This is an optimization exercise on Yosys and OpenROAD, whose aim is small area, a short achievable clock period and few clock cycles per item, not a production implementation.
Only simulation tests tie the RTL to the original design; equivalence was not proved.

`flow/run.sh`:
```
#!/bin/bash
# synth_recipe.tcl (not shown) runs the flow's synth.tcl, then flattens the netlist and writes it again
# the make line also repeats each setting of config.mk as NAME=value (left out here)
make -C /OpenROAD-flow-scripts/flow DESIGN_CONFIG=/design/flow/config.mk WORK_HOME=/design/flow/orfs CLKGATE_MAP_FILE= SYNTH_SCRIPT=/design/flow/synth_recipe.tcl finish
```
`flow/config.mk`:
```
export PLATFORM = sky130hd
export DESIGN_NAME = seq_mac_unit
export DESIGN_NICKNAME = seq_mac_unit
export VERILOG_FILES = /design/flow/design.v
export SDC_FILE = /design/flow/constraint.sdc
export NUM_CORES = 4
export LEC_CHECK = 0
export CAP_MARGIN = 20
export CORE_MARGIN = 2
export CORE_UTILIZATION = 40
export SLEW_MARGIN = 20
```
`flow/constraint.sdc`:
```
create_clock -name core_clock -period 8.0 [get_ports {clk_i}]
set_input_delay 1.6000 -clock core_clock [delete_from_list [all_inputs] [get_ports {clk_i}]]
set_output_delay 1.6000 -clock core_clock [all_outputs]
set_load 0.01 [all_outputs]
```
`flow/design.v`:
```
module seq_mac_unit (
    input  logic        clk_i,
    input  logic        rst_i,
    input  logic        MUL_Start_STRB_i,
    input  logic [81:0] a_i,
    input  logic [81:0] b_i,
    input  logic [81:0] acc_i,
    output logic        MUL_Done_STRB_o,
    output logic [81:0] out_o,
    output logic        busy_o
);
    localparam int K = 6;
    localparam int NSTEP = 7;
    localparam int WH = 46;
    localparam int VW = 48;
    localparam int CW = $clog2(NSTEP + 1);
    logic [40:0] A_q;
    logic [42:0] B_q;        
    logic [81:0] P_q;
    logic [1:0]  e_q;
    logic        busy_q, done_q;
    logic [CW-1:0] cnt_q;
    logic [2:0] x1, x2, neg;
    logic [41:0] ax;         
    assign ax = {A_q[40], A_q};
    logic [41:0] pp0;
    logic [41:0] pp1;
    logic [41:0] pp2;
    assign x1[0]  = B_q[0] ^ B_q[1];
    assign x2[0]  = (B_q[2] & ~B_q[1] & ~B_q[0]) | (~B_q[2] & B_q[1] & B_q[0]);
    assign neg[0] = B_q[2];
    assign pp0    = (({42{x1[0]}} & ax) | ({42{x2[0]}} & {ax[40:0], 1'b0})) ^ {42{neg[0]}};
    assign x1[1]  = B_q[2] ^ B_q[3];
    assign x2[1]  = (B_q[4] & ~B_q[3] & ~B_q[2]) | (~B_q[4] & B_q[3] & B_q[2]);
    assign neg[1] = B_q[4];
    assign pp1    = (({42{x1[1]}} & ax) | ({42{x2[1]}} & {ax[40:0], 1'b0})) ^ {42{neg[1]}};
    assign x1[2]  = B_q[4] ^ B_q[5];
    assign x2[2]  = (B_q[6] & ~B_q[5] & ~B_q[4]) | (~B_q[6] & B_q[5] & B_q[4]);
    assign neg[2] = B_q[6];
    assign pp2    = (({42{x1[2]}} & ax) | ({42{x2[2]}} & {ax[40:0], 1'b0})) ^ {42{neg[2]}};
    logic fs0, fc0, fs1, fc1, fs2, fc2, fs3, fc3, fs4, fc4, fs5, fc5, fs6, fc6, fs7, fc7, fs8, fc8, fs9, fc9, fs10, fc10, fs11, fc11, fs12, fc12, fs13, fc13, fs14, fc14, fs15, fc15, fs16, fc16, fs17, fc17, fs18, fc18, fs19, fc19, fs20, fc20, fs21, fc21, fs22, fc22, fs23, fc23, fs24, fc24, fs25, fc25, fs26, fc26, fs27, fc27, fs28, fc28, fs29, fc29, fs30, fc30, fs31, fc31, fs32, fc32, fs33, fc33, fs34, fc34, fs35, fc35, fs36, fc36, fs37, fc37, fs38, fc38, fs39, fc39, fs40, fc40, fs41, fc41, fs42, fc42, fs43, fc43, fs44, fc44, fs45, fc45, fs46, fc46, fs47, fc47, fs48, fc48, fs49, fc49, fs50, fc50, fs51, fc51, fs52, fc52, fs53, fc53, fs54, fc54, fs55, fc55, fs56, fc56, fs57, fc57, fs58, fc58, fs59, fc59, fs60, fc60, fs61, fc61, fs62, fc62, fs63, fc63, fs64, fc64, fs65, fc65, fs66, fc66, fs67, fc67, fs68, fc68, fs69, fc69, fs70, fc70, fs71, fc71, fs72, fc72, fs73, fc73, fs74, fc74, fs75, fc75, fs76, fc76, fs77, fc77, fs78, fc78, fs79, fc79, fs80, fc80, fs81, fc81, fs82, fc82, fs83, fc83, fs84, fc84, fs85, fc85, fs86, fc86, fs87, fc87, fs88, fc88, fs89, fc89, fs90, fc90, fs91, fc91, fs92, fc92, fs93, fc93, fs94, fc94, fs95, fc95, fs96, fc96, fs97, fc97, fs98, fc98, fs99, fc99, fs100, fc100, fs101, fc101, fs102, fc102, fs103, fc103, fs104, fc104, fs105, fc105, fs106, fc106, fs107, fc107, fs108, fc108, fs109, fc109, fs110, fc110, fs111, fc111, fs112, fc112, fs113, fc113, fs114, fc114, fs115, fc115, fs116, fc116, fs117, fc117, fs118, fc118, fs119, fc119, fs120, fc120, fs121, fc121, fs122, fc122, fs123, fc123, fs124, fc124, fs125, fc125, fs126, fc126, fs127, fc127;
    assign fs0 = P_q[4] ^ neg[2];
    assign fc0 = P_q[4] & neg[2];
    assign fs1 = P_q[5] ^ pp0[5];
    assign fc1 = P_q[5] & pp0[5];
    assign fs2 = P_q[6] ^ pp0[6];
    assign fc2 = P_q[6] & pp0[6];
    assign fs3 = P_q[7] ^ pp0[7];
    assign fc3 = P_q[7] & pp0[7];
    assign fs4 = P_q[8] ^ pp0[8];
    assign fc4 = P_q[8] & pp0[8];
    assign fs5 = P_q[9] ^ pp0[9];
    assign fc5 = P_q[9] & pp0[9];
    assign fs6 = P_q[10] ^ pp0[10];
    assign fc6 = P_q[10] & pp0[10];
    assign fs7 = P_q[11] ^ pp0[11];
    assign fc7 = P_q[11] & pp0[11];
    assign fs8 = P_q[12] ^ pp0[12];
    assign fc8 = P_q[12] & pp0[12];
    assign fs9 = P_q[13] ^ pp0[13];
    assign fc9 = P_q[13] & pp0[13];
    assign fs10 = P_q[14] ^ pp0[14];
    assign fc10 = P_q[14] & pp0[14];
    assign fs11 = P_q[15] ^ pp0[15];
    assign fc11 = P_q[15] & pp0[15];
    assign fs12 = P_q[16] ^ pp0[16];
    assign fc12 = P_q[16] & pp0[16];
    assign fs13 = P_q[17] ^ pp0[17];
    assign fc13 = P_q[17] & pp0[17];
    assign fs14 = P_q[18] ^ pp0[18];
    assign fc14 = P_q[18] & pp0[18];
    assign fs15 = P_q[19] ^ pp0[19];
    assign fc15 = P_q[19] & pp0[19];
    assign fs16 = P_q[20] ^ pp0[20];
    assign fc16 = P_q[20] & pp0[20];
    assign fs17 = P_q[21] ^ pp0[21];
    assign fc17 = P_q[21] & pp0[21];
    assign fs18 = P_q[22] ^ pp0[22];
    assign fc18 = P_q[22] & pp0[22];
    assign fs19 = P_q[23] ^ pp0[23];
    assign fc19 = P_q[23] & pp0[23];
    assign fs20 = P_q[24] ^ pp0[24];
    assign fc20 = P_q[24] & pp0[24];
    assign fs21 = P_q[25] ^ pp0[25];
    assign fc21 = P_q[25] & pp0[25];
    assign fs22 = P_q[26] ^ pp0[26];
    assign fc22 = P_q[26] & pp0[26];
    assign fs23 = P_q[27] ^ pp0[27];
    assign fc23 = P_q[27] & pp0[27];
    assign fs24 = P_q[28] ^ pp0[28];
    assign fc24 = P_q[28] & pp0[28];
    assign fs25 = P_q[29] ^ pp0[29];
    assign fc25 = P_q[29] & pp0[29];
    assign fs26 = P_q[30] ^ pp0[30];
    assign fc26 = P_q[30] & pp0[30];
    assign fs27 = P_q[31] ^ pp0[31];
    assign fc27 = P_q[31] & pp0[31];
    assign fs28 = P_q[32] ^ pp0[32];
    assign fc28 = P_q[32] & pp0[32];
    assign fs29 = P_q[33] ^ pp0[33];
    assign fc29 = P_q[33] & pp0[33];
    assign fs30 = P_q[34] ^ pp0[34];
    assign fc30 = P_q[34] & pp0[34];
    assign fs31 = P_q[35] ^ pp0[35];
    assign fc31 = P_q[35] & pp0[35];
    assign fs32 = P_q[36] ^ pp0[36];
    assign fc32 = P_q[36] & pp0[36];
    assign fs33 = P_q[37] ^ pp0[37];
    assign fc33 = P_q[37] & pp0[37];
    assign fs34 = P_q[38] ^ pp0[38];
    assign fc34 = P_q[38] & pp0[38];
    assign fs35 = P_q[39] ^ pp0[39];
    assign fc35 = P_q[39] & pp0[39];
    assign fs36 = P_q[40] ^ e_q[0] ^ pp0[40];
    assign fc36 = (P_q[40] & e_q[0]) | (P_q[40] & pp0[40]) | (e_q[0] & pp0[40]);
    assign fs37 = P_q[41] ^ ~e_q[1] ^ ~pp0[41];
    assign fc37 = (P_q[41] & ~e_q[1]) | (P_q[41] & ~pp0[41]) | (~e_q[1] & ~pp0[41]);
    assign fs38 = P_q[42] ^ 1'b1;
    assign fc38 = P_q[42] & 1'b1;
    assign fs39 = P_q[2] ^ neg[1];
    assign fc39 = P_q[2] & neg[1];
    assign fs40 = P_q[3] ^ pp0[3];
    assign fc40 = P_q[3] & pp0[3];
    assign fs41 = fs0 ^ pp0[4] ^ pp1[2];
    assign fc41 = (fs0 & pp0[4]) | (fs0 & pp1[2]) | (pp0[4] & pp1[2]);
    assign fs42 = fc0 ^ pp1[3] ^ pp2[1];
    assign fc42 = (fc0 & pp1[3]) | (fc0 & pp2[1]) | (pp1[3] & pp2[1]);
    assign fs43 = pp1[4] ^ pp2[2] ^ fc1;
    assign fc43 = (pp1[4] & pp2[2]) | (pp1[4] & fc1) | (pp2[2] & fc1);
    assign fs44 = pp1[5] ^ pp2[3] ^ fc2;
    assign fc44 = (pp1[5] & pp2[3]) | (pp1[5] & fc2) | (pp2[3] & fc2);
    assign fs45 = pp1[6] ^ pp2[4] ^ fc3;
    assign fc45 = (pp1[6] & pp2[4]) | (pp1[6] & fc3) | (pp2[4] & fc3);
    assign fs46 = pp1[7] ^ pp2[5] ^ fc4;
    assign fc46 = (pp1[7] & pp2[5]) | (pp1[7] & fc4) | (pp2[5] & fc4);
    assign fs47 = pp1[8] ^ pp2[6] ^ fc5;
    assign fc47 = (pp1[8] & pp2[6]) | (pp1[8] & fc5) | (pp2[6] & fc5);
    assign fs48 = pp1[9] ^ pp2[7] ^ fc6;
    assign fc48 = (pp1[9] & pp2[7]) | (pp1[9] & fc6) | (pp2[7] & fc6);
    assign fs49 = pp1[10] ^ pp2[8] ^ fc7;
    assign fc49 = (pp1[10] & pp2[8]) | (pp1[10] & fc7) | (pp2[8] & fc7);
    assign fs50 = pp1[11] ^ pp2[9] ^ fc8;
    assign fc50 = (pp1[11] & pp2[9]) | (pp1[11] & fc8) | (pp2[9] & fc8);
    assign fs51 = pp1[12] ^ pp2[10] ^ fc9;
    assign fc51 = (pp1[12] & pp2[10]) | (pp1[12] & fc9) | (pp2[10] & fc9);
    assign fs52 = pp1[13] ^ pp2[11] ^ fc10;
    assign fc52 = (pp1[13] & pp2[11]) | (pp1[13] & fc10) | (pp2[11] & fc10);
    assign fs53 = pp1[14] ^ pp2[12] ^ fc11;
    assign fc53 = (pp1[14] & pp2[12]) | (pp1[14] & fc11) | (pp2[12] & fc11);
    assign fs54 = pp1[15] ^ pp2[13] ^ fc12;
    assign fc54 = (pp1[15] & pp2[13]) | (pp1[15] & fc12) | (pp2[13] & fc12);
    assign fs55 = pp1[16] ^ pp2[14] ^ fc13;
    assign fc55 = (pp1[16] & pp2[14]) | (pp1[16] & fc13) | (pp2[14] & fc13);
    assign fs56 = pp1[17] ^ pp2[15] ^ fc14;
    assign fc56 = (pp1[17] & pp2[15]) | (pp1[17] & fc14) | (pp2[15] & fc14);
    assign fs57 = pp1[18] ^ pp2[16] ^ fc15;
    assign fc57 = (pp1[18] & pp2[16]) | (pp1[18] & fc15) | (pp2[16] & fc15);
    assign fs58 = pp1[19] ^ pp2[17] ^ fc16;
    assign fc58 = (pp1[19] & pp2[17]) | (pp1[19] & fc16) | (pp2[17] & fc16);
    assign fs59 = pp1[20] ^ pp2[18] ^ fc17;
    assign fc59 = (pp1[20] & pp2[18]) | (pp1[20] & fc17) | (pp2[18] & fc17);
    assign fs60 = pp1[21] ^ pp2[19] ^ fc18;
    assign fc60 = (pp1[21] & pp2[19]) | (pp1[21] & fc18) | (pp2[19] & fc18);
    assign fs61 = pp1[22] ^ pp2[20] ^ fc19;
    assign fc61 = (pp1[22] & pp2[20]) | (pp1[22] & fc19) | (pp2[20] & fc19);
    assign fs62 = pp1[23] ^ pp2[21] ^ fc20;
    assign fc62 = (pp1[23] & pp2[21]) | (pp1[23] & fc20) | (pp2[21] & fc20);
    assign fs63 = pp1[24] ^ pp2[22] ^ fc21;
    assign fc63 = (pp1[24] & pp2[22]) | (pp1[24] & fc21) | (pp2[22] & fc21);
    assign fs64 = pp1[25] ^ pp2[23] ^ fc22;
    assign fc64 = (pp1[25] & pp2[23]) | (pp1[25] & fc22) | (pp2[23] & fc22);
    assign fs65 = pp1[26] ^ pp2[24] ^ fc23;
    assign fc65 = (pp1[26] & pp2[24]) | (pp1[26] & fc23) | (pp2[24] & fc23);
    assign fs66 = pp1[27] ^ pp2[25] ^ fc24;
    assign fc66 = (pp1[27] & pp2[25]) | (pp1[27] & fc24) | (pp2[25] & fc24);
    assign fs67 = pp1[28] ^ pp2[26] ^ fc25;
    assign fc67 = (pp1[28] & pp2[26]) | (pp1[28] & fc25) | (pp2[26] & fc25);
    assign fs68 = pp1[29] ^ pp2[27] ^ fc26;
    assign fc68 = (pp1[29] & pp2[27]) | (pp1[29] & fc26) | (pp2[27] & fc26);
    assign fs69 = pp1[30] ^ pp2[28] ^ fc27;
    assign fc69 = (pp1[30] & pp2[28]) | (pp1[30] & fc27) | (pp2[28] & fc27);
    assign fs70 = pp1[31] ^ pp2[29] ^ fc28;
    assign fc70 = (pp1[31] & pp2[29]) | (pp1[31] & fc28) | (pp2[29] & fc28);
    assign fs71 = pp1[32] ^ pp2[30] ^ fc29;
    assign fc71 = (pp1[32] & pp2[30]) | (pp1[32] & fc29) | (pp2[30] & fc29);
    assign fs72 = pp1[33] ^ pp2[31] ^ fc30;
    assign fc72 = (pp1[33] & pp2[31]) | (pp1[33] & fc30) | (pp2[31] & fc30);
    assign fs73 = pp1[34] ^ pp2[32] ^ fc31;
    assign fc73 = (pp1[34] & pp2[32]) | (pp1[34] & fc31) | (pp2[32] & fc31);
    assign fs74 = pp1[35] ^ pp2[33] ^ fc32;
    assign fc74 = (pp1[35] & pp2[33]) | (pp1[35] & fc32) | (pp2[33] & fc32);
    assign fs75 = pp1[36] ^ pp2[34] ^ fc33;
    assign fc75 = (pp1[36] & pp2[34]) | (pp1[36] & fc33) | (pp2[34] & fc33);
    assign fs76 = pp1[37] ^ pp2[35] ^ fc34;
    assign fc76 = (pp1[37] & pp2[35]) | (pp1[37] & fc34) | (pp2[35] & fc34);
    assign fs77 = pp1[38] ^ pp2[36] ^ fc35;
    assign fc77 = (pp1[38] & pp2[36]) | (pp1[38] & fc35) | (pp2[36] & fc35);
    assign fs78 = pp1[39] ^ pp2[37] ^ fc36;
    assign fc78 = (pp1[39] & pp2[37]) | (pp1[39] & fc36) | (pp2[37] & fc36);
    assign fs79 = fs38 ^ pp1[40] ^ pp2[38];
    assign fc79 = (fs38 & pp1[40]) | (fs38 & pp2[38]) | (pp1[40] & pp2[38]);
    assign fs80 = P_q[43] ^ fc38 ^ ~pp1[41];
    assign fc80 = (P_q[43] & fc38) | (P_q[43] & ~pp1[41]) | (fc38 & ~pp1[41]);
    assign fs81 = P_q[44] ^ 1'b1;
    assign fc81 = P_q[44] & 1'b1;
    assign fs82 = P_q[0] ^ neg[0];
    assign fc82 = P_q[0] & neg[0];
    assign fs83 = P_q[1] ^ pp0[1];
    assign fc83 = P_q[1] & pp0[1];
    assign fs84 = fs39 ^ pp0[2] ^ pp1[0];
    assign fc84 = (fs39 & pp0[2]) | (fs39 & pp1[0]) | (pp0[2] & pp1[0]);
    assign fs85 = fc39 ^ pp1[1] ^ fs40;
    assign fc85 = (fc39 & pp1[1]) | (fc39 & fs40) | (pp1[1] & fs40);
    assign fs86 = pp2[0] ^ fc40 ^ fs41;
    assign fc86 = (pp2[0] & fc40) | (pp2[0] & fs41) | (fc40 & fs41);
    assign fs87 = fs1 ^ fc41 ^ fs42;
    assign fc87 = (fs1 & fc41) | (fs1 & fs42) | (fc41 & fs42);
    assign fs88 = fs2 ^ fc42 ^ fs43;
    assign fc88 = (fs2 & fc42) | (fs2 & fs43) | (fc42 & fs43);
    assign fs89 = fs3 ^ fc43 ^ fs44;
    assign fc89 = (fs3 & fc43) | (fs3 & fs44) | (fc43 & fs44);
    assign fs90 = fs4 ^ fc44 ^ fs45;
    assign fc90 = (fs4 & fc44) | (fs4 & fs45) | (fc44 & fs45);
    assign fs91 = fs5 ^ fc45 ^ fs46;
    assign fc91 = (fs5 & fc45) | (fs5 & fs46) | (fc45 & fs46);
    assign fs92 = fs6 ^ fc46 ^ fs47;
    assign fc92 = (fs6 & fc46) | (fs6 & fs47) | (fc46 & fs47);
    assign fs93 = fs7 ^ fc47 ^ fs48;
    assign fc93 = (fs7 & fc47) | (fs7 & fs48) | (fc47 & fs48);
    assign fs94 = fs8 ^ fc48 ^ fs49;
    assign fc94 = (fs8 & fc48) | (fs8 & fs49) | (fc48 & fs49);
    assign fs95 = fs9 ^ fc49 ^ fs50;
    assign fc95 = (fs9 & fc49) | (fs9 & fs50) | (fc49 & fs50);
    assign fs96 = fs10 ^ fc50 ^ fs51;
    assign fc96 = (fs10 & fc50) | (fs10 & fs51) | (fc50 & fs51);
    assign fs97 = fs11 ^ fc51 ^ fs52;
    assign fc97 = (fs11 & fc51) | (fs11 & fs52) | (fc51 & fs52);
    assign fs98 = fs12 ^ fc52 ^ fs53;
    assign fc98 = (fs12 & fc52) | (fs12 & fs53) | (fc52 & fs53);
    assign fs99 = fs13 ^ fc53 ^ fs54;
    assign fc99 = (fs13 & fc53) | (fs13 & fs54) | (fc53 & fs54);
    assign fs100 = fs14 ^ fc54 ^ fs55;
    assign fc100 = (fs14 & fc54) | (fs14 & fs55) | (fc54 & fs55);
    assign fs101 = fs15 ^ fc55 ^ fs56;
    assign fc101 = (fs15 & fc55) | (fs15 & fs56) | (fc55 & fs56);
    assign fs102 = fs16 ^ fc56 ^ fs57;
    assign fc102 = (fs16 & fc56) | (fs16 & fs57) | (fc56 & fs57);
    assign fs103 = fs17 ^ fc57 ^ fs58;
    assign fc103 = (fs17 & fc57) | (fs17 & fs58) | (fc57 & fs58);
    assign fs104 = fs18 ^ fc58 ^ fs59;
    assign fc104 = (fs18 & fc58) | (fs18 & fs59) | (fc58 & fs59);
    assign fs105 = fs19 ^ fc59 ^ fs60;
    assign fc105 = (fs19 & fc59) | (fs19 & fs60) | (fc59 & fs60);
    assign fs106 = fs20 ^ fc60 ^ fs61;
    assign fc106 = (fs20 & fc60) | (fs20 & fs61) | (fc60 & fs61);
    assign fs107 = fs21 ^ fc61 ^ fs62;
    assign fc107 = (fs21 & fc61) | (fs21 & fs62) | (fc61 & fs62);
    assign fs108 = fs22 ^ fc62 ^ fs63;
    assign fc108 = (fs22 & fc62) | (fs22 & fs63) | (fc62 & fs63);
    assign fs109 = fs23 ^ fc63 ^ fs64;
    assign fc109 = (fs23 & fc63) | (fs23 & fs64) | (fc63 & fs64);
    assign fs110 = fs24 ^ fc64 ^ fs65;
    assign fc110 = (fs24 & fc64) | (fs24 & fs65) | (fc64 & fs65);
    assign fs111 = fs25 ^ fc65 ^ fs66;
    assign fc111 = (fs25 & fc65) | (fs25 & fs66) | (fc65 & fs66);
    assign fs112 = fs26 ^ fc66 ^ fs67;
    assign fc112 = (fs26 & fc66) | (fs26 & fs67) | (fc66 & fs67);
    assign fs113 = fs27 ^ fc67 ^ fs68;
    assign fc113 = (fs27 & fc67) | (fs27 & fs68) | (fc67 & fs68);
    assign fs114 = fs28 ^ fc68 ^ fs69;
    assign fc114 = (fs28 & fc68) | (fs28 & fs69) | (fc68 & fs69);
    assign fs115 = fs29 ^ fc69 ^ fs70;
    assign fc115 = (fs29 & fc69) | (fs29 & fs70) | (fc69 & fs70);
    assign fs116 = fs30 ^ fc70 ^ fs71;
    assign fc116 = (fs30 & fc70) | (fs30 & fs71) | (fc70 & fs71);
    assign fs117 = fs31 ^ fc71 ^ fs72;
    assign fc117 = (fs31 & fc71) | (fs31 & fs72) | (fc71 & fs72);
    assign fs118 = fs32 ^ fc72 ^ fs73;
    assign fc118 = (fs32 & fc72) | (fs32 & fs73) | (fc72 & fs73);
    assign fs119 = fs33 ^ fc73 ^ fs74;
    assign fc119 = (fs33 & fc73) | (fs33 & fs74) | (fc73 & fs74);
    assign fs120 = fs34 ^ fc74 ^ fs75;
    assign fc120 = (fs34 & fc74) | (fs34 & fs75) | (fc74 & fs75);
    assign fs121 = fs35 ^ fc75 ^ fs76;
    assign fc121 = (fs35 & fc75) | (fs35 & fs76) | (fc75 & fs76);
    assign fs122 = fs36 ^ fc76 ^ fs77;
    assign fc122 = (fs36 & fc76) | (fs36 & fs77) | (fc76 & fs77);
    assign fs123 = fs37 ^ fc77 ^ fs78;
    assign fc123 = (fs37 & fc77) | (fs37 & fs78) | (fc77 & fs78);
    assign fs124 = fc37 ^ fs79 ^ fc78;
    assign fc124 = (fc37 & fs79) | (fc37 & fc78) | (fs79 & fc78);
    assign fs125 = pp2[39] ^ fc79 ^ fs80;
    assign fc125 = (pp2[39] & fc79) | (pp2[39] & fs80) | (fc79 & fs80);
    assign fs126 = fs81 ^ pp2[40] ^ fc80;
    assign fc126 = (fs81 & pp2[40]) | (fs81 & fc80) | (pp2[40] & fc80);
    assign fs127 = P_q[45] ^ fc81 ^ ~pp2[41];
    assign fc127 = (P_q[45] & fc81) | (P_q[45] & ~pp2[41]) | (fc81 & ~pp2[41]);
    logic [VW-1:0] rs, rc, V;
    assign rs = {1'b1, fc127, fc126, fc125, fc124, fc123, fc122, fc121, fc120, fc119, fc118, fc117, fc116, fc115, fc114, fc113, fc112, fc111, fc110, fc109, fc108, fc107, fc106, fc105, fc104, fc103, fc102, fc101, fc100, fc99, fc98, fc97, fc96, fc95, fc94, fc93, fc92, fc91, fc90, fc89, fc88, fc87, fc86, fc85, fc84, fc83, fc82, fs82};
    assign rc = {1'b0, 1'b1, fs127, fs126, fs125, fs124, fs123, fs122, fs121, fs120, fs119, fs118, fs117, fs116, fs115, fs114, fs113, fs112, fs111, fs110, fs109, fs108, fs107, fs106, fs105, fs104, fs103, fs102, fs101, fs100, fs99, fs98, fs97, fs96, fs95, fs94, fs93, fs92, fs91, fs90, fs89, fs88, fs87, fs86, fs85, fs84, fs83, pp0[0]};
    assign V = rs + rc;
    wire last   = (cnt_q == CW'(NSTEP - 1));
    wire accept = MUL_Start_STRB_i & ~busy_q;
    always_ff @(posedge clk_i or posedge rst_i) begin
        if (rst_i) begin
            busy_q <= 1'b0;
            done_q <= 1'b0;
            cnt_q  <= '0;
        end else begin
            done_q <= busy_q & last;
            if (busy_q) begin
                busy_q <= ~last;
                cnt_q  <= cnt_q + CW'(1);
            end else begin
                busy_q <= MUL_Start_STRB_i;
                cnt_q  <= '0;
            end
        end
    end
    always_ff @(posedge clk_i) begin
        if (busy_q) begin
            B_q <= {{K{1'b0}}, B_q[42:K]};
            e_q <= V[VW-1:WH];
            P_q <= {V[K-1:0], P_q[81:WH], V[WH-1:K]};
        end else begin
            A_q <= a_i[40:0];
            B_q <= {b_i[40], b_i[40:0], 1'b0};
            e_q <= 2'b00;
            if (MUL_Start_STRB_i) P_q <= acc_i;
        end
    end
    assign out_o = {P_q[39:0], P_q[81:40]};
    assign MUL_Done_STRB_o = done_q;
    assign busy_o = busy_q;
endmodule
```
==> flow_metrics.env <==
export IMPL_wire_per_inst_um=20.2
export IMPL_path_clk_slew_ns=0.09
export IMPL_cts_root_buf="clkbuf_16"
export IMPL_wirelength_um=51700
export IMPL_synth_async_sr_flop_share=0.0291
export IMPL_synthCells=1915
export IMPL_rows=74
export IMPL_nNetsFinal=2439
export IMPL_syn_to_final_growth_pct=19.5
export IMPL_dr_pass1_iters=6
export IMPL_worst_pin_slew_ns=1.01
export IMPL_hold_buffers=0
export IMPL_gr_total_overflow=0
export IMPL_arrival_ns=6.36
export IMPL_drive_gt1_frac=0.0932
export IMPL_viasPerCell=5.71
export IMPL_die_h_um=207
export IMPL_core_region_area_sq_um=40700
export IMPL_ant_nets=0
export IMPL_avgSynthCellArea_sq_um=8.62
export IMPL_post_route_min_period_ns=6.14
export IMPL_synth_nets=2339
export IMPL_min_delay_start="B_q[15]"
export IMPL_grt_pass1_vias=13809
export IMPL_ys_seq_area_frac=0.285
export IMPL_start_util=0.405
export IMPL_timing_fmax_mhz=163
export IMPL_drc_errors=0
export IMPL_cp_max_fo=83
export IMPL_grt_first_pass_wirelength_um=80400
export IMPL_first_iter_violations=1556
export IMPL_grt_max_degree=87
export IMPL_finalSetupViolations=0
export IMPL_finalMaxSlewViolations=0
export IMPL_path_class="reg2reg"
export IMPL_cts_sinks=172
export IMPL_hold_viol=0
export IMPL_cts_max_path_buffers=2
export IMPL_port_buffers=250
export IMPL_grt_setup_unrepaired="no"
export IMPL_endpoint_kind="flop"
export IMPL_ys_warnings_count=1
export IMPL_startpoint="B_q[2]"
export IMPL_h_tree_depth=4
export IMPL_die_area_sq_um=42900
export IMPL_place_gp_congestion=0.933
export IMPL_ys_dominant_reg_cell="edfxtp_1"
export IMPL_run_status="no timing/DRC/antenna violations"
export IMPL_ys_seq_elements=172
export IMPL_diodes=0
export IMPL_vias=14621
export IMPL_io_pins=333
export IMPL_tritoncts="built"
export IMPL_clk_latency_ns=0.48
export IMPL_cap_viol_max_count=0
export IMPL_dp_final_hpwl_um=37800
export IMPL_synthDistinctLibCells=74
export IMPL_period_share=0.767
export IMPL_antenna_found_initial=3
export IMPL_tns_ns=0
export IMPL_r2r_start="B_q[2]"
export IMPL_start_kind="flop"
export IMPL_cp_required_ns=8.22
export IMPL_cts_buffers=17
export IMPL_clock_skew_ns=0.0188
export IMPL_grt_usage=0.238
export IMPL_syn_area_sq_um=16500
export IMPL_cts_repair_resize_count=0
export IMPL_hp_class="reg2reg"
export IMPL_fp_dieW_um=207
export IMPL_synth_edf_count=123
export IMPL_cts_setup_buffers=0
export IMPL_slew_headroom=0.324
==> stage by stage <==
stage	cell area (sq um)	cells	setup WS (ns)	util	hold slack [ns]
after floorplan	16500	1915	3.05	-	0.419
after global placement	19100	2528	1.98	0.469	0.437
after detailed placement	19100	2528	1.93	0.469	0.442
after CTS	19700	2560	1.91	0.484	0.460
after global routing	19700	2560	1.49	0.484	0.467
final	19700	2560	1.86	0.484	0.454
==> state kept, by name, summed over array words and instances (netlist names) <==
signal	flops
busy_q	1
cnt_q	3
e_q	2
P_q	82
A_q	41
done_q	1
B_q	42
==> Yosys cell counts (5+ instances only) <==
master | n | area, sq um
a211oi_1 | 5 | 37.5
a21o_1 | 15 | 113
a21oi_1 | 198 | 991
a221oi_1 | 68 | 596
a22oi_1 | 28 | 210
a31oi_1 | 6 | 37.5
and2_1 | 7 | 43.8
and3_1 | 6 | 37.5
buf_1 | 18 | 67.6
buf_2 | 16 | 80.1
clkbuf_1 | 149 | 559
dfrtp_1 | 5 | 125
dfxtp_1 | 44 | 881
edfxtp_1 | 123 | 3690
fa_1 | 87 | 1740
ha_1 | 88 | 1100
inv_1 | 201 | 754
maj3_1 | 35 | 350
mux2_2 | 105 | 1180
nand2_1 | 165 | 619
nand3_1 | 13 | 65.1
nand4_1 | 21 | 131
nor2_1 | 158 | 593
nor2b_1 | 39 | 244
nor3_1 | 10 | 50.1
o211ai_1 | 5 | 37.5
o21ai_0 | 56 | 280
o21ai_1 | 12 | 60.1
o21bai_1 | 10 | 75.1
o221ai_1 | 9 | 78.8
o22ai_1 | 78 | 488
o31ai_1 | 25 | 188
xnor2_1 | 30 | 263
xor2_1 | 17 | 149
==> cells in the final DEF, fill, tap and decap left out, drive strengths merged, types with 4 or more instances in the layout <==
master / n
clkdlybuf4s50: 250
inv: 210
a21oi: 203
nand2: 165
nor2: 158
edfxtp: 123
mux2: 105
ha: 88
fa: 87
o22ai: 78
a221oi: 70
o21ai: 69
dfxtp: 44
nor2b: 39
maj3: 35
xnor2: 30
a22oi: 28
o31ai: 26
nand4: 21
clkbuf: 19
buf: 18
xor2: 17
a21o: 15
nand3: 14
o21bai: 11
nor3: 10
o221ai: 9
and2: 8
and3: 6
a31oi: 6
a211oi: 6
o211ai: 5
clkinv: 5
dfrtp: 5
a21boi: 5
or3: 4
==> worst paths after layout <==
kind | to | slack [ns] | cells after the start
setup / recovery | P_q[36] | 1.86 | 16
min in group asynchronous | cnt_q[2] | 1.32 | 2
hold reg to reg | B_q[9] | 0.45 | 1
hold / removal | B_q[9] | 0.45 | 1
setup reg to reg | P_q[36] | 1.86 | 16
max in group asynchronous | busy_q | 6.48 | 2
==> area by class of cell <==
cell class,instances,area (sq um)
well taps,532,666
clock inverters,13,144
clock buffers,19,464
multi-input cells,1354,10300
inverters,202,758
flip-flops and latches,172,4710
repair buffers,268,2640
fillers,3874,21000
==> worst max-delay path, cell delays in order (launching register included) <==
cell      delay [ns]
dfxtp_4         0.92
and2_2          0.90
a221oi_1        0.24
ha_1            0.29
fa_1            0.53
inv_1           0.05
fa_1            0.59
inv_1           0.06
ha_1            0.42
o21ai_1         0.12
or2_0           0.23
a311o_2         0.42
a21oi_4         0.23
a21oi_2         0.18
o31ai_2         0.29
xor2_1          0.11
mux2_2          0.26
==> kinds of logic after synthesis <==
kind of cell	Yosys count	share of synthesized area
fa+ha+maj	210	0.194
compound gates	554	0.218
simple gates	437	0.116
flops	172	0.285
xor+xnor	47	0.0249
mux	106	0.0723
buf+inv	389	0.0908
==> per-layer routing <==
metal,vias to the layer above,share of wire,global-route usage
li1,6957,-,-
met1,6968,0.47,0.343
met2,642,0.43,0.354
met3,50,0.088,0.0608
met4,4,0.017,0.0621
met5,-,0.00046,0
Testbench counts, summed over its fixed seeds: cycles 25,600, ops 3,200.

[port drivers added, routing unchanged]
Ports are ideal in the flow. The routed layout listed here was re-timed in OpenROAD. Step 1, drivers: a clkbuf_16 drives clk_i and a buf_2 each remaining input, both assumed. Step 2, shift: input delay + t, output delay - t, t = (earliest + latest rising clock arrival at the registers) / 2. This alone moves slack from input paths to output paths. a / b / c = ideal ports / drivers / drivers and shift; a / b = the first two.
t (ns): 0.528
setup WS [ns]: 1.864 / 1.864 / 1.864
latest minus earliest clock arrival (ns): 0.021 / 0.022
worst slew at a driven data input, ns: 0.07
After both steps setup and hold are still met in this run. The setup slack of this run moves by 0.000 ns with the drivers and by 0.000 ns with both steps.
